Source: an optimization exercise on an open RTL-to-GDS flow (aim: a short achievable clock period and few clock cycles). Production flows keep margins and buffers that such runs may drop. Only simulation tests tie the RTL to the original design; equivalence was not proved. Power and IR drop assume default switching activity.

**design/flow/config.mk**
```make
export PLATFORM = sky130hd
export DESIGN_NAME = rn_node_top
export DESIGN_NICKNAME = rn_node_top
export VERILOG_FILES = /design/flow/design.v
export SDC_FILE = /design/flow/constraint.sdc
export NUM_CORES = 4
export LEC_CHECK = 0
export ABC_CLOCK_PERIOD_IN_PS = 1500
export CAP_MARGIN = 20
export CORE_MARGIN = 2
export CORE_UTILIZATION = 55
export SETUP_SLACK_MARGIN = 3.0
export SLEW_MARGIN = 20
```
**design/flow/constraint.sdc**
```tcl
create_clock -name core_clock -period 5.0 [get_ports {clk}]
set_input_delay 1.0000 -clock core_clock [delete_from_list [all_inputs] [get_ports {clk}]]
set_output_delay 1.0000 -clock core_clock [all_outputs]
set_load 0.01 [all_outputs]
```
**design/flow/design.v**
```verilog
`timescale 1ns/1ps
module rn_node_top (
    input  logic        clk,
    input  logic        rst_n,
    input  logic        cpu_req_valid,
    input  logic [48:0] cpu_req,         
    output logic        cpu_req_ready,
    output logic        cpu_rsp_valid,
    input  logic        cpu_rsp_ready,
    output logic [39:0] cpu_rsp,         
    output logic        req_out_valid,
    input  logic        req_out_ready,
    output logic [73:0] req_out,         
    input  logic        rsp_in_valid,
    input  logic [8:0]  rsp_in,          
    input  logic        dat_in_valid,
    input  logic [39:0] dat_in,          
    input  logic        snp_in_valid,
    input  logic [32:0] snp_in,          
    output logic        snp_in_ready,
    output logic        snp_out_valid,
    input  logic        snp_out_ready,
    output logic [58:0] snp_out          
);
    localparam int LINES = 1 << 4;
    logic [(16 - 4)-1:0]  tag_q [LINES];
    logic [32-1:0] dat_q [LINES];
    logic [LINES-1:0]      v_q;
    logic [LINES-1:0]      m_q;
    logic                   c_rd;
    logic [16-1:0]  c_addr;
    logic [32-1:0]  c_wdata;
    logic [4-1:0] c_idx;
    logic [(16 - 4)-1:0]   c_tag;
    assign {c_rd, c_addr, c_wdata} = cpu_req;
    assign c_idx = c_addr[4-1:0];
    assign c_tag = c_addr[16-1:4];
    logic [LINES-1:0] c_dec;
    logic [LINES-1:0] c_eq;
    always_comb begin
        for (int i = 0; i < LINES; i++) begin
            c_dec[i] = (c_idx == i);
            c_eq[i]  = (tag_q[i] == c_tag);
        end
    end
    logic c_eq_sel, c_v_sel, c_m_sel;
    assign c_eq_sel = |(c_dec & c_eq);
    assign c_v_sel  = |(c_dec & v_q);
    assign c_m_sel  = |(c_dec & m_q);
    logic c_local_hit;    
    assign c_local_hit = c_v_sel && c_eq_sel && (c_rd || c_m_sel);
    logic                   s_op;
    logic [16-1:0]  s_addr;
    logic [8-1:0]   s_txn;
    logic [8-1:0]  s_src;
    logic [4-1:0] s_idx;
    logic [(16 - 4)-1:0]   s_tag;
    assign {s_op, s_addr, s_txn, s_src} = snp_in;
    assign s_idx = s_addr[4-1:0];
    assign s_tag = s_addr[16-1:4];
    logic [LINES-1:0] s_dec;
    logic [LINES-1:0] s_eq;
    always_comb begin
        for (int i = 0; i < LINES; i++) begin
            s_dec[i] = (s_idx == i);
            s_eq[i]  = (tag_q[i] == s_tag);
        end
    end
    logic s_hit, s_dirty;
    assign s_hit   = |(s_dec & s_eq & v_q);
    assign s_dirty = |(s_dec & s_eq & m_q);
    logic                   busy_q;    
    logic                   hold_q;    
    logic                   wrd_q;     
    logic                   wmu_q;     
    logic                   wdat_q;    
    logic [3:0]             skip_q;    
    logic                   nb_q;      
    logic                   hold_k_q;  
    logic                   rdy_k_q;   
    logic                   wmu_k_q;   
    logic                   rdy_q;     
    logic [4-1:0] pidx_q;    
    logic [8-1:0]   rtxn_q;
    logic [8-1:0]   cnt_q;     
    logic [8-1:0]   cnt1_q;    
    logic [32-1:0]  rp_q;
    logic [32-1:0]  rq_q;
    logic dat_ours, mu_done;
    assign dat_ours = rdy_q && dat_in_valid;
    assign mu_done  = wmu_q && rsp_in_valid;
    assign cpu_rsp_valid = hold_q || dat_ours || mu_done;
    assign cpu_req_ready = nb_q || (cpu_rsp_ready && (hold_k_q || (rdy_k_q && dat_in_valid)
                                                      || (wmu_k_q && rsp_in_valid)));
    always_comb begin
        for (int i = 0; i < 32; i++) begin
            cpu_rsp[i] = dat_in[i] ? rp_q[i] : rq_q[i];
        end
        cpu_rsp[39:32] = rtxn_q;
    end
    logic c_acc;
    logic fire;
    assign c_acc = cpu_req_valid && cpu_req_ready;
    logic [32-1:0] c_line_data;
    logic [32-1:0] c_rsp_data;
    assign c_line_data = (rdy_q && pidx_q == c_idx) ? dat_in[32-1:0] : dat_q[c_idx];
    assign c_rsp_data  = c_rd ? c_line_data : c_wdata;
    logic       skip_dec, skip_inc;
    logic [3:0] skip_n;
    logic       wdat_n, rdy_n, ok_n;
    logic       busy_n, hold_n, wrd_n, wmu_n;
    assign skip_dec = dat_in_valid && (skip_q != 4'd0);
    assign skip_inc = mu_done && (rsp_in[8] == 1'b1);
    assign skip_n   = skip_q + {3'b0, skip_inc} - {3'b0, skip_dec};
    assign wdat_n   = !c_acc && ((wdat_q && !dat_ours) || (wrd_q && rsp_in_valid));
    assign rdy_n    = wdat_n && (skip_n == 4'd0);
    assign ok_n     = (skip_n < 4'd12);
    always_comb begin
        busy_n = busy_q;
        hold_n = hold_q;
        wrd_n  = wrd_q;
        wmu_n  = wmu_q;
        if (c_acc) begin
            busy_n = 1'b1;
            hold_n = c_local_hit;
            wrd_n  = !c_local_hit && c_rd;
            wmu_n  = !c_local_hit && !c_rd;
        end else begin
            if (cpu_rsp_valid) begin
                hold_n = !cpu_rsp_ready;
                busy_n = !cpu_rsp_ready;
            end
            if (rsp_in_valid) begin
                wrd_n = 1'b0;
                wmu_n = 1'b0;
            end
        end
    end
    always_ff @(posedge clk or negedge rst_n) begin
        if (!rst_n) begin
            busy_q <= 1'b0;
            hold_q <= 1'b0;
            wrd_q  <= 1'b0;
            wmu_q  <= 1'b0;
            wdat_q <= 1'b0;
            skip_q <= 4'd0;
            rdy_q  <= 1'b0;
            nb_q     <= 1'b1;
            hold_k_q <= 1'b0;
            rdy_k_q  <= 1'b0;
            wmu_k_q  <= 1'b0;
        end else begin
            skip_q <= skip_n;
            wdat_q <= wdat_n;
            rdy_q  <= rdy_n;
            busy_q <= busy_n;
            hold_q <= hold_n;
            wrd_q  <= wrd_n;
            wmu_q  <= wmu_n;
            nb_q     <= !busy_n && ok_n;
            hold_k_q <= hold_n && ok_n;
            rdy_k_q  <= rdy_n && ok_n;
            wmu_k_q  <= wmu_n && ok_n;
        end
    end
    always_ff @(posedge clk) begin
        if (c_acc) begin
            pidx_q <= c_idx;
            rp_q   <= c_rsp_data;
            rq_q   <= c_rsp_data;
        end else if (wrd_q && rsp_in_valid) begin
            rp_q   <= {32{1'b1}};
            rq_q   <= {32{1'b0}};
        end else if (dat_ours) begin
            rp_q   <= dat_in[32-1:0];
            rq_q   <= dat_in[32-1:0];
        end
        if (c_acc || fire) rtxn_q <= cnt_q;
    end
    logic                  f0v_q, f1v_q;
    logic [1:0]            f0_op_q, f1_op_q;
    logic [16-1:0] f0_addr_q, f1_addr_q;
    logic [32-1:0] f0_data_q;
    logic [1:0]            c_op;
    assign fire = f0v_q && req_out_ready;
    assign c_op = c_rd ? 2'd0 : 2'd1;
    assign req_out_valid = f0v_q;
    assign req_out       = {f0_op_q, f0_addr_q, cnt_q, 8'h05, 8'h00, f0_data_q};
    always_ff @(posedge clk or negedge rst_n) begin
        if (!rst_n) begin
            f0v_q  <= 1'b0;
            f1v_q  <= 1'b0;
            cnt_q  <= '0;
            cnt1_q <= 8'd1;
        end else begin
            if (c_acc && !c_local_hit) begin
                f0v_q <= 1'b1;
                f1v_q <= c_m_sel;
            end else if (fire) begin
                f0v_q <= f1v_q;
                f1v_q <= 1'b0;
            end
            if (fire) begin
                cnt_q  <= cnt1_q;
                cnt1_q <= cnt1_q + 1'b1;
            end
        end
    end
    always_ff @(posedge clk) begin
        if (c_acc) begin
            f0_op_q   <= c_m_sel ? 2'd2 : c_op;
            f0_addr_q <= c_m_sel ? {tag_q[c_idx], c_idx} : c_addr;
            f0_data_q <= c_m_sel ? dat_q[c_idx] : {32{1'b0}};
            f1_op_q   <= c_op;
            f1_addr_q <= c_addr;
        end else if (fire) begin
            f0_op_q   <= f1_op_q;
            f0_addr_q <= f1_addr_q;
            f0_data_q <= {32{1'b0}};
        end
    end
    logic shold_q;
    logic s_acc;
    assign snp_in_ready  = !shold_q || snp_out_ready;
    assign snp_out_valid = shold_q;
    assign s_acc         = snp_in_valid && snp_in_ready;
    always_ff @(posedge clk or negedge rst_n) begin
        if (!rst_n) begin
            shold_q <= 1'b0;
        end else if (s_acc) begin
            shold_q <= 1'b1;
        end else if (snp_out_ready) begin
            shold_q <= 1'b0;
        end
    end
    always_ff @(posedge clk) begin
        if (s_acc) begin
            snp_out <= {s_dirty, s_dirty, s_hit, s_txn, 8'h05, s_src,
                        s_dirty ? dat_q[s_idx] : {32{1'b0}}};
        end
    end
    logic fill;
    assign fill = dat_ours;
    always_ff @(posedge clk or negedge rst_n) begin
        if (!rst_n) begin
            v_q <= '0;
            m_q <= '0;
        end else begin
            for (int i = 0; i < LINES; i++) begin
                if (c_acc && c_dec[i]) begin
                    v_q[i] <= 1'b1;
                    m_q[i] <= !c_rd || (c_eq[i] && m_q[i]);
                end else if (s_acc && s_dec[i] && s_eq[i]) begin
                    m_q[i] <= 1'b0;
                    if (s_op == 1'b1) v_q[i] <= 1'b0;
                end
            end
        end
    end
    always_ff @(posedge clk) begin
        for (int i = 0; i < LINES; i++) begin
            if (c_acc && c_dec[i]) begin
                tag_q[i] <= c_tag;
            end
            if (c_acc && c_dec[i] && !c_rd) begin
                dat_q[i] <= c_wdata;
            end else if (fill && pidx_q == i) begin
                dat_q[i] <= dat_in[32-1:0];
            end
        end
    end
endmodule
```
**design/flow/run.sh**
```bash
#!/bin/bash
# synth_recipe.tcl (not shown) runs the flow's synth.tcl, then flattens the netlist and writes it again
# the make line also repeats each setting of config.mk as NAME=value (left out here)
make -C /OpenROAD-flow-scripts/flow DESIGN_CONFIG=/design/flow/config.mk WORK_HOME=/design/flow/orfs CLKGATE_MAP_FILE= SYNTH_SCRIPT=/design/flow/synth_recipe.tcl finish
```
==> run summary, run 1 <==
status=did not finish; stage reached=global routing; Error=[ERROR GRT-0232] Routing congestion too high. Check the congestion heatmap in the GUI.; dominant synthesized flop cell=edfxtp_1; clock root cell=clkbuf_16; Core Rows=~110; input/output buffers=277; sequential area share after synthesis=55.4%; syn avg cell area=around 13 um2; CTS Buf Count=103; clk buf depth=3; Die Y=310 um; H-tree levels=3; dpl hpwl=138 mm; RD Place Congestion=1.04; Post-Place Worst Slack=0.677 ns; Starting Density=roughly 55%; Top Ports=318; GRT Resource Usage Total=77.0%; flops & latches, synth=958; Mapped Area=approximately 51000 um2; Post-Syn Instances=slightly above 4000; Post-synth EDFFs=893; Netlist cell types=83; Die X=310 um; total gr overflow=159; largest net degree at the start of global routing=43; Ys Warns=3; Post-CTS Hold Fix Bufs=0; async set-reset flop share out of synthesis=6.78%; clock sink count=958
per-layer routing:
metal / overflow / track usage, %
met5: 0 / 51.8
met4: 57 / 71.4
met3: 2 / 66.3
met2: 91 / 89.8
met1: 9 / 77.6
worst max path at each step:
stage	startpoint	to	slack, ns	depth (start not counted)
detailed placement	dat_in_valid	f0_data_q[8]	0.68	7
floorplan	cpu_req[33]	dat_q[5][0]	1.98	8
global placement	snp_in[30]	snp_out[9]	0.70	11
CTS	dat_in[9]	cpu_rsp[9]	2.21	3
cells in the mapped netlist, types with 40 or more instances:
| cell type | n | area [um2] |
|---|---|---|
| edfxtp_1 | 893 | 26800 |
| mux2_2 | 538 | 6060 |
| xnor2_1 | 372 | 3260 |
| a22oi_1 | 323 | 2420 |
| nand2_1 | 232 | 871 |
| clkbuf_1 | 214 | 803 |
| buf_2 | 149 | 746 |
| nand4_1 | 116 | 726 |
| nor2_1 | 99 | 372 |
| a221oi_1 | 98 | 858 |
| a22o_1 | 98 | 858 |
| nand3_1 | 94 | 470 |
| o22ai_1 | 64 | 400 |
| dfrtp_1 | 63 | 1580 |
| o21ai_0 | 62 | 310 |
| buf_4 | 58 | 435 |
| o211ai_1 | 58 | 435 |
| a21oi_1 | 55 | 275 |
| inv_1 | 43 | 161 |
| nor3_1 | 40 | 200 |
kinds of logic after synthesis:
| group | Yosys count | synth area share [%] |
|---|---|---|
| AOI/OAI and AO/OA | 911 | 13.3 |
| and+or+nand+nor | 732 | 7.49 |
| buffers and inverters | 479 | 4.39 |
| xor gates and xnor gates | 397 | 6.77 |
| DFF | 958 | 55.4 |
| muxes | 572 | 12.5 |
| other | 2 | 0.0146 |
| adders and majority gates | 7 | 0.185 |
through the flow:
step / area, um2 / power (uW) / utilization (%) / instances
after CTS: 77000 / 24600 / 82.9 / 6359
after global placement: 58300 / 14200 / 62.7 / 5420
after detailed placement: 58300 / 14300 / 62.7 / 5420
after floorplan: 54900 / 12600 / - / 4080
power by group through the flow:
stage	registers [uW]	clock network, uW	logic (uW)
after floorplan	10100	0	2490
after global placement	10100	0	4080
after detailed placement	10200	0	4180
after CTS	10000	8010	6550
repair_timing:
action / CTS
endpoints found under the hold margin: 0
endpoints found under the setup margin: 1754
pin swaps: 332
gates resized for setup: 2204
gates cloned: 193
setup buffers: 563
Testbench counts, summed over its fixed seeds: cycles 65,866.
==> inputs of run 2 (changes only) <==
--- a/design/flow/design.v
+++ b/design/flow/design.v
@@ -94,7 +94,7 @@
                                                       || (wmu_k_q && rsp_in_valid)));
     always_comb begin
         for (int i = 0; i < 32; i++) begin
-            cpu_rsp[i] = dat_in[i] ? rp_q[i] : rq_q[i];
+            cpu_rsp[i] = rq_q[i] | (dat_in[i] & rp_q[i]);
         end
         cpu_rsp[39:32] = rtxn_q;
     end
==> design/flow/config.mk (replaced) <==
export PLATFORM = sky130hd
export DESIGN_NAME = rn_node_top
export DESIGN_NICKNAME = rn_node_top
export VERILOG_FILES = /design/flow/design.v
export SDC_FILE = /design/flow/constraint.sdc
export NUM_CORES = 4
export LEC_CHECK = 0
export ABC_CLOCK_PERIOD_IN_PS = 2000
export CAP_MARGIN = 20
export CORE_MARGIN = 2
export CORE_UTILIZATION = 35
export SETUP_SLACK_MARGIN = 2.4
export SLEW_MARGIN = 20
==> run 2 against run 1 <==
Area after synthesis grew 0.46%. The run now finishes clean. Synthesized cell count grew 0.47%.
==> run summary, run 2 <==
status=finished clean; Pleak=0.0229 uW; Ys Warns=3 (unchanged); largest net degree at the start of global routing=71; synth cell count leaders=edfxtp_1, mux2_2, xnor2_1; async set-reset flop share out of synthesis=6.78% (unchanged); area of the multi-input gates=23100 um2; clk buf depth=3 (unchanged); Metal-1 WL=87.0 mm; clock root cell=clkbuf_16; Final Cycle Share=56.8%; WL met2=104 mm; Post-Syn Instances=4077 (+0.47%); total negative slack=0 ns; drt total wl=~250 mm; post-synth top area cell=edfxtp_1; Slew HR=a little under two fifths; Post-DRT Antenna Nets=0; die area=151000 um2; commonest non-fill, non-tap cell in the layout=edfxtp_1; global-route wire length before repair=~330 mm; most frequent cells in the layout=edfxtp_1, mux2_2, xnor2_1; Worst-Margin Slew=0.949 ns; flops & latches, synth=958 (unchanged); Reg2Reg Depth=5; area delta synth->final=29.2%; dpl hpwl=138 mm (about the same); worst path required time=5.34 ns; Starting Density=35.3% (-20 points); Register Area=between 20000 and 30000 um2; Final #Nets=between 4000 and 5000; core area=roughly 150000 um2; Post-CTS Hold Fix Bufs=0 (unchanged); via count=44000; # DRC=0; Largest regs=dat_q: 512 flops, tag_q: 192 flops, snp_out: 50 flops; vias per cell=approximately 6.7; R2R Setup Slk=~2.2 ns; CTS tree=built; top sig layer=met5; kind of critical path=flop to flop; final setup violation count=0; Core Rows=140 (+25%); Fmax=352 MHz; CTS Buf Count=110 (+6.8%); Top Ports=318 (unchanged); antenna violations before repair=10; Netlist cell types=90 (+8.4%); number of flip-flops in the largest register=roughly 510; RD Place Congestion=1.02 (-2.1%); GRT Resource Usage Total=about 31%; Worst Setup End Kind=flop; final hold vios=0; drt pass-1 iters=12; Period minus WS final=2.84 ns; reg2reg start=rdy_q; Critical Path Start Type=flop; Post-synth EDFFs=893 (unchanged); Slew Viols, Final=0; top-area cell type share of the netlist area=51.9% (-0.24 points); Largest Register=dat_q; number of global-route vias before repair=41100; worst-skew pair later-pin latency=0.77 ns; RSZ-0062 raised after global routing=yes; DRT iter0 DRCs=7639; H-tree levels=3 (unchanged); worst vdd ir=0.312 mV; Die X=388 um (+25%); input/output buffers=277 (unchanged); most frequent cell after synthesis=edfxtp_1; largest cells by area after synthesis=edfxtp_1, mux2_2, xnor2_1; RR Endpoint=dat_q[3][3]; Max Cap Viol=0; Mapped Area=51600 um2 (+0.46%); clock sink count=958 (unchanged); CP Max Fanout=17; dominant synthesized flop cell=edfxtp_1; sequential area share after synthesis=55.1% (-0.25 points); total gr overflow=0; share of layout cells above drive strength 1=33.8%; Reg clk slew, reported paths=0.06 ns; WL per Instance=38.2 um; worst hold path type=primary input to asynchronous set/reset pin; Arr. time, crit path=3.18 ns; metal3 WL=40.2 mm; Die Y=388 um (+25%); Clock Skew=0.0775 ns; Pwr per Cell Area=343 nW/um2; Fill cells=~13000; worst hold slack=0.236 ns; syn avg cell area=12.7 um2 (about the same)
-- run 2: changes by cell type after synthesis, sizes merged, moves of 16 or more --
cell	change
buf	+32
a21o	+42
a22o	-21
a21oi	+17
a221oi	-19
nand2	+16
mux2	-26
a22oi	+24
clkbuf	-29
-- run 2: worst max-delay path by stage --
stage,start,end,depth (start not counted)
finish,rdy_q,dat_q[3][3],5
global route,rdy_k_q,cpu_req_ready,4
CTS,rdy_k_q,cpu_req_ready,4
detailed placement,snp_in[18],snp_out[27],10
global placement,snp_in[18],snp_out[27],10
floorplan,cpu_req[34],dat_q[8][0],9
-- run 2: cell families (layout without fill, tap and decap cells) --
group	after synthesis	after routing	synth area share (%)
AOI/OAI and AO/OA	941	941	13.6
muxes	543	543	11.8
DFF	958	958	55.1
adders and majority gates	7	7	0.184
and+or+nand+nor	753	757	7.88
xor gates and xnor gates	397	397	6.74
buffers and inverters	476	1027	4.65
other	2	32	0.0145
-- run 2: cell type report --
cell class	count	share of cell area [%]
Inverter	38	0.255
Clock inverter	58	0.630
Tap cell	1917	3.60
Sequential cell	958	42.7
Timing Repair Buffer	787	13.7
Multi-Input combinational cell	2669	34.6
Clock buffer	142	4.45
Antenna cell	8	0.0300
Timing Repair inverter	2	0.0263
-- run 2: metal layers --
layer,track usage (%),vias up
li1,-,16900
met1,40.1,21500
met2,45.9,4376
met3,10.1,1221
met4,18.6,12
met5,0,-
-- run 2: power breakdown --
group | total (uW) | leakage [uW] | internal (uW) | switching, uW
combinational | 4930 | 0.0123 | 2030 | 2900
clock | 7920 | 0.00166 | 4370 | 3550
sequential | 10000 | 0.00894 | 9640 | 403
-- run 2: what timing repair did --
action	CTS	global route
pin swaps	56	80
setup endpoints to repair	1667	318
setup buffers	131	93
gates cloned	30	24
gates resized for setup	762	212
-- run 2: metrics by stage --
stage	total power, uW	std cells	util (%)	area, um2	setup slack (ns)
6_report	22900	6579	45.7	66700	2.16
5_1_grt	23500	6571	45.6	66700	2.14
4_1_cts	22400	6454	44.1	64500	2.13
3_5_place_dp	14300	6093	39.7	58100	0.376
3_3_place_gp	14200	6093	39.7	58100	0.381
2_1_floorplan	12400	4099	-	53500	2.06
-- run 2: worst max-delay path: stages (launching register included) --
cell and delay [ns]:
dfrtp_2 0.40, buf_4 0.14, nand2_1 0.42, or3_1 0.75
o22ai_4 0.23, buf_4 0.45
Testbench counts of run 2, summed over its fixed seeds: cycles 65,866.
==> inputs of run 3 (changes only) <==
--- a/design/flow/design.v
+++ b/design/flow/design.v
@@ -75,10 +75,14 @@
     logic                   wmu_q;     
     logic                   wdat_q;    
     logic [3:0]             skip_q;    
-    logic                   nb_q;      
-    logic                   hold_k_q;  
+    logic                   nbh_k_q;   
     logic                   rdy_k_q;   
     logic                   wmu_k_q;   
+    logic                   pv_q;
+    logic                   p_hit_q;
+    logic                   p_rd_q;
+    logic                   p_m_q;
+    logic [32-1:0]  p_data_q;
     logic                   rdy_q;     
     logic [4-1:0] pidx_q;    
     logic [8-1:0]   rtxn_q;
@@ -90,17 +94,20 @@
     assign dat_ours = rdy_q && dat_in_valid;
     assign mu_done  = wmu_q && rsp_in_valid;
     assign cpu_rsp_valid = hold_q || dat_ours || mu_done;
-    assign cpu_req_ready = nb_q || (cpu_rsp_ready && (hold_k_q || (rdy_k_q && dat_in_valid)
-                                                      || (wmu_k_q && rsp_in_valid)));
+    assign cpu_req_ready = nbh_k_q || (rdy_k_q && dat_in_valid) || (wmu_k_q && rsp_in_valid);
     always_comb begin
         for (int i = 0; i < 32; i++) begin
             cpu_rsp[i] = rq_q[i] | (dat_in[i] & rp_q[i]);
         end
         cpu_rsp[39:32] = rtxn_q;
     end
+    logic c_take;
     logic c_acc;
+    logic p_go;
     logic fire;
-    assign c_acc = cpu_req_valid && cpu_req_ready;
+    assign c_take = cpu_req_valid && cpu_req_ready;
+    assign c_acc  = c_take && (!busy_q || cpu_rsp_ready);
+    assign p_go   = pv_q && cpu_rsp_ready;
     logic [32-1:0] c_line_data;
     logic [32-1:0] c_rsp_data;
     assign c_line_data = (rdy_q && pidx_q == c_idx) ? dat_in[32-1:0] : dat_q[c_idx];
@@ -108,11 +115,12 @@
     logic       skip_dec, skip_inc;
     logic [3:0] skip_n;
     logic       wdat_n, rdy_n, ok_n;
-    logic       busy_n, hold_n, wrd_n, wmu_n;
+    logic       busy_n, hold_n, wrd_n, wmu_n, pv_n;
+    assign pv_n = (c_take && !c_acc) || (pv_q && !cpu_rsp_ready);
     assign skip_dec = dat_in_valid && (skip_q != 4'd0);
     assign skip_inc = mu_done && (rsp_in[8] == 1'b1);
     assign skip_n   = skip_q + {3'b0, skip_inc} - {3'b0, skip_dec};
-    assign wdat_n   = !c_acc && ((wdat_q && !dat_ours) || (wrd_q && rsp_in_valid));
+    assign wdat_n   = !c_acc && !p_go && ((wdat_q && !dat_ours) || (wrd_q && rsp_in_valid));
     assign rdy_n    = wdat_n && (skip_n == 4'd0);
     assign ok_n     = (skip_n < 4'd12);
     always_comb begin
@@ -125,6 +133,11 @@
             hold_n = c_local_hit;
             wrd_n  = !c_local_hit && c_rd;
             wmu_n  = !c_local_hit && !c_rd;
+        end else if (p_go) begin
+            busy_n = 1'b1;
+            hold_n = p_hit_q;
+            wrd_n  = !p_hit_q && p_rd_q;
+            wmu_n  = !p_hit_q && !p_rd_q;
         end else begin
             if (cpu_rsp_valid) begin
                 hold_n = !cpu_rsp_ready;
@@ -145,10 +158,10 @@
             wdat_q <= 1'b0;
             skip_q <= 4'd0;
             rdy_q  <= 1'b0;
-            nb_q     <= 1'b1;
-            hold_k_q <= 1'b0;
+            nbh_k_q  <= 1'b1;
             rdy_k_q  <= 1'b0;
             wmu_k_q  <= 1'b0;
+            pv_q     <= 1'b0;
         end else begin
             skip_q <= skip_n;
             wdat_q <= wdat_n;
@@ -157,17 +170,26 @@
             hold_q <= hold_n;
             wrd_q  <= wrd_n;
             wmu_q  <= wmu_n;
-            nb_q     <= !busy_n && ok_n;
-            hold_k_q <= hold_n && ok_n;
+            pv_q     <= pv_n;
+            nbh_k_q  <= (!busy_n || hold_n) && ok_n && !pv_n;
             rdy_k_q  <= rdy_n && ok_n;
             wmu_k_q  <= wmu_n && ok_n;
         end
     end
     always_ff @(posedge clk) begin
+        if (c_take) begin
+            pidx_q   <= c_idx;
+            p_hit_q  <= c_local_hit;
+            p_rd_q   <= c_rd;
+            p_m_q    <= c_m_sel;
+            p_data_q <= c_rsp_data;
+        end
         if (c_acc) begin
-            pidx_q <= c_idx;
             rp_q   <= c_rsp_data;
             rq_q   <= c_rsp_data;
+        end else if (p_go) begin
+            rp_q   <= p_data_q;
+            rq_q   <= p_data_q;
         end else if (wrd_q && rsp_in_valid) begin
             rp_q   <= {32{1'b1}};
             rq_q   <= {32{1'b0}};
@@ -175,7 +197,7 @@
             rp_q   <= dat_in[32-1:0];
             rq_q   <= dat_in[32-1:0];
         end
-        if (c_acc || fire) rtxn_q <= cnt_q;
+        if (c_acc || p_go || fire) rtxn_q <= cnt_q;
     end
     logic                  f0v_q, f1v_q;
     logic [1:0]            f0_op_q, f1_op_q;
@@ -196,6 +218,9 @@
             if (c_acc && !c_local_hit) begin
                 f0v_q <= 1'b1;
                 f1v_q <= c_m_sel;
+            end else if (p_go && !p_hit_q) begin
+                f0v_q <= 1'b1;
+                f1v_q <= p_m_q;
             end else if (fire) begin
                 f0v_q <= f1v_q;
                 f1v_q <= 1'b0;
@@ -207,7 +232,7 @@
         end
     end
     always_ff @(posedge clk) begin
-        if (c_acc) begin
+        if (c_take) begin
             f0_op_q   <= c_m_sel ? 2'd2 : c_op;
             f0_addr_q <= c_m_sel ? {tag_q[c_idx], c_idx} : c_addr;
             f0_data_q <= c_m_sel ? dat_q[c_idx] : {32{1'b0}};
@@ -247,7 +272,7 @@
             m_q <= '0;
         end else begin
             for (int i = 0; i < LINES; i++) begin
-                if (c_acc && c_dec[i]) begin
+                if (c_take && c_dec[i]) begin
                     v_q[i] <= 1'b1;
                     m_q[i] <= !c_rd || (c_eq[i] && m_q[i]);
                 end else if (s_acc && s_dec[i] && s_eq[i]) begin
@@ -259,10 +284,10 @@
     end
     always_ff @(posedge clk) begin
         for (int i = 0; i < LINES; i++) begin
-            if (c_acc && c_dec[i]) begin
+            if (c_take && c_dec[i]) begin
                 tag_q[i] <= c_tag;
             end
-            if (c_acc && c_dec[i] && !c_rd) begin
+            if (c_take && c_dec[i] && !c_rd) begin
                 dat_q[i] <= c_wdata;
             end else if (fill && pidx_q == i) begin
                 dat_q[i] <= dat_in[32-1:0];
==> design/flow/flow/run.sh (new file) <==
#!/bin/bash
# The standard layout, with one change: the ports are buffered with
# a strong buffer (buf_8) instead of the default cell buffer_ports picks,
# a slow delay buffer. Synthesis is the standard one, run unchanged.
set -euo pipefail
cd "$(dirname "$0")/.."
bash standard.sh synth > synth.log 2>&1
bash standard.sh "BUFFER_PORTS_ARGS=-buffer_cell sky130_fd_sc_hd__buf_8" finish > layout.log 2>&1
==> design/flow/standard.sh (new file) <==
#!/bin/bash
# synth_recipe.tcl (not shown) runs the flow's synth.tcl, then flattens the netlist and writes it again
# the make line also repeats each setting of config.mk as NAME=value (left out here)
make -C /OpenROAD-flow-scripts/flow DESIGN_CONFIG=/design/flow/config.mk WORK_HOME=/design/flow/orfs CLKGATE_MAP_FILE= SYNTH_SCRIPT=/design/flow/synth_recipe.tcl "${@:-finish}"
--- a/design/flow/config.mk
+++ b/design/flow/config.mk
@@ -8,6 +8,6 @@
 export ABC_CLOCK_PERIOD_IN_PS = 2000
 export CAP_MARGIN = 20
 export CORE_MARGIN = 2
-export CORE_UTILIZATION = 35
-export SETUP_SLACK_MARGIN = 2.4
+export CORE_UTILIZATION = 40
+export SETUP_SLACK_MARGIN = 2.6
 export SLEW_MARGIN = 20
removed: design/flow/run.sh
==> run 3 against run 2 <==
Non-clock buffer count rose by 133. Utilization rose by 10 points. Critical path depth grew 6. Highest routed layer unchanged.
==> run summary, run 3 <==
Sw Share=25.2% (-4.7 points); RSZ-0062 raised after global routing=yes; most frequent cell after synthesis=edfxtp_1; Top Ports=318 (unchanged); Worst-Margin Slew=1.24 ns (+0.292 ns); H-tree levels=3 (unchanged); worst hold path type=primary input to asynchronous set/reset pin; Clock Skew=0.0712 ns (-0.00634 ns); Period minus WS final=2.82 ns (-0.0182 ns); Finished Cell Area=73100 um2 (+9.6%); total gr overflow=0 (unchanged); R2R Setup Slk=2.18 ns (+0.02 ns); Pleak=0.0255 uW (+11%); input/output buffers=277 (unchanged); async set-reset flop share out of synthesis=6.55% (-0.24 points); number of global-route vias before repair=43200 (+5.1%); dominant synthesized flop cell=edfxtp_1; most frequent cells in the layout=edfxtp_1, mux2_2, buf_4; worst vdd ir=0.274 mV (-12%); commonest non-fill, non-tap cell in the layout=edfxtp_1; Fill cells=10500 (-20%); Pwr per Cell Area=279 nW/um2 (-19%); Ys Warns=3 (unchanged); largest net degree at the start of global routing=66 (-7.0%); Post-Syn Instances=4163 (+2.1%); Final #Nets=4944 (+4.9%); total negative slack=0 ns (unchanged); Seq pwr share=44.8% (+0.9 points); WL per Instance=39.5 um (+3.2%); internal power=15300 uW (-4.8%); dpl hpwl=142 mm (+2.5%); Psw=5150 uW (-25%); largest cells by area after synthesis=edfxtp_1, mux2_2, xnor2_1; final setup violation count=0 (unchanged); Largest regs=dat_q: 512 flops, tag_q: 192 flops, snp_out: 50 flops; Die Y=367 um (-5.3%); flops & latches, synth=993 (+3.7%); synth cell count leaders=edfxtp_1, mux2_2, a22oi_1; GRT Resource Usage Total=36.4% (+5.2 points); area delta synth->final=38.4%; Netlist cell types=85 (-5.6%); drt pass-1 iters=12 (unchanged); die area=135000 um2 (-10%); Worst Setup End Kind=flop; worst hold slack=0.200 ns (-0.0359 ns); clock network fraction of design power=43.1% (+8.5 points); final hold vios=0 (unchanged); Post-synth EDFFs=928 (+3.9%); Core Rows=133 (-5.0%); syn avg cell area=12.7 um2 (+0.22%); Die X=367 um (-5.3%); status=finished clean; Finished Core Util=55.7% (+10 points); Reg clk slew, reported paths=0.06 ns (about the same); Largest Register=dat_q; CTS tree=built; clock root cell=clkbuf_16; Critical Path Start Type=flop; placed cell areas=60100 um2 (+3.5%); drt total wl=263 mm (+4.4%); vias per cell=6.98 (+4.5%); core area=131000 um2 (-10%); Register Area=29500 um2 (+3.7%); area of the multi-input gates=24800 um2 (+7.5%); Mapped Area=52800 um2 (+2.3%); sequential area share after synthesis=55.8% (+0.73 points); via count=46500 (+5.7%); Starting Density=40.2% (+4.9 points); worst-skew pair later-pin latency=0.79 ns (+0.02 ns); worst path required time=5.56 ns (+0.22 ns); Slew HR=16.4% (-20 points); clock sink count=993 (+3.7%); RD Place Congestion=0.977 (-4.4%); Fmax=354 MHz (+0.64%); global-route wire length before repair=345 mm (+4.0%); share of layout cells above drive strength 1=42.8% (+9.1 points); # DRC=0 (unchanged); clk buf depth=3 (unchanged); number of flip-flops in the largest register=512 (unchanged); antenna violations before repair=12 (+2); top-area cell type share of the netlist area=52.7% (+0.80 points); CTS Buf Count=114 (+3.6%); Comb pwr share=12.1% (-9.4 points); DRT iter0 DRCs=8978 (+18%); Slew Viols, Final=0 (unchanged); Post-CTS Hold Fix Bufs=0 (unchanged); Arr. time, crit path=3.38 ns (+0.20 ns); kind of critical path=flop to flop; CP Max Fanout=5 (-12); Post-DRT Antenna Nets=0 (unchanged); Max Cap Viol=0 (unchanged); Final Cycle Share=56.4% (-0.36 points); post-synth top area cell=edfxtp_1
[run 3: cell types whose count changed after synthesis, sizes merged, moves of 29 or more]
| cell | change |
|---|---|
| nand2 | -105 |
| a221oi | +37 |
| a21oi | +29 |
| xor2 | +112 |
| o211ai | -41 |
| a22oi | -39 |
| nor2 | +50 |
| xnor2 | -112 |
| edfxtp | +35 |
[run 3: repair_timing]
item | CTS | global route
resized for setup | 500 | 400
endpoints found under the setup margin | 1428 | 637
pin swaps | 224 | 205
cloned | 35 | 30
buffers inserted | 228 | 159
[run 3: critical path, stage by stage, from the launching register on]
cell and delay, ns:
edfxtp_1 0.45, xor2_1 0.19, nor4_1 0.37, nand3_1 0.20, nor3_2 0.24, buf_4 0.20
a22o_1 0.20, a221oi_4 0.06, and4_4 0.27, buf_6 0.14, buf_6 0.11, a31oi_4 0.18
[run 3: metal layers]
metal  part of all wire (%)  GRT usage [%]
met4                    8.9           25.3
met5                  0.062          0.748
met2                     41           52.3
met1                     33           44.4
met3                     17           14.5
[run 3: worst paths after layout]
path,start,to,depth (start not counted)
setup / recovery,tag_q[3][8],snp_out[23],11
hold / removal,rst_n,skip_q[1],1
setup reg to reg,tag_q[3][8],snp_out[23],11
hold reg to reg,cnt1_q[7],cnt1_q[7],1
max in group asynchronous,rst_n,cnt_q[0],1
min in group core_clock,snp_in[9],snp_out[49],1
[run 3: cell type report]
class	count	share of cell area, %
tap	1755	3.00
sequential	993	40.3
clock inverter	64	1.05
multi-input combinational	2716	34.0
inverter	52	0.313
clock buffer	149	4.18
antenna	7	0.0240
timing repair buffer	920	17.1
[run 3: cells by family after synthesis]
kind of cell             after synthesis  share of synthesized area, %
AO/OA/AOI/OAI                       1022                          14.5
flip-flops                           993                          55.8
AND/OR/NAND/NOR                      704                          6.99
multiplexers                         553                          11.8
buffers and inverters                485                          4.17
XOR/XNOR                             397                          6.58
adder cells (fa/ha/maj)                7                         0.180
other                                  2                        0.0142
[run 3: power groups by stage]
stage          sequential, uW  combinational [uW]  clock [uW]
6_report                 9140                2470        8810
5_1_grt                  9140                2530        9150
4_1_cts                  9140                2170        8820
3_5_place_dp             9320                1860           0
2_1_floorplan            9320                1070           0
3_3_place_gp             9310                1840           0
[run 3: through the flow]
step | std cells | worst slack [ns] | total power [uW]
2_1_floorplan | 4185 | 2.00 | 10400
3_3_place_gp | 5982 | 0.639 | 11200
3_5_place_dp | 5984 | 0.608 | 11200
4_1_cts | 6460 | 2.29 | 20100
5_1_grt | 6649 | 2.13 | 20800
6_report | 6656 | 2.18 | 20400
Testbench counts of run 3, summed over its fixed seeds: cycles 65,866.

## separate check: timing with driven ports
How much do the figures lean on ideal ports? The routed layouts below were timed once more, with nothing changed but the port constraints.
Step 1 assumes that a clkbuf_16 drives the clock port and a buf_2 every other input.
Step 2, shift: input delay + t, output delay - t, t = (earliest + latest rising clock arrival at the registers) / 2. This alone moves slack from input paths to output paths.
Three values: no drivers, after step 1, after step 2; two values: the first two.
| run | t (ns) | setup WS [ns] | hold WS [ns] | worst setup path after step 2 | latest minus earliest clock arrival (ns) |
|---|---|---|---|---|---|
| run 2 | 0.815 | 2.160 / 2.117 / 1.371 | 0.236 / 0.176 / 0.461 | input to register | 0.081 / 0.081 |
| run 3 | 0.838 | 2.178 / 1.948 / 1.111 | 0.200 / 0.170 / 0.460 | input to register | 0.071 / 0.071 |
After both steps setup and hold are still met in every run listed. The setup slack of run 3, which loses most, moves by -0.230 ns with the drivers and by -1.067 ns with both steps.
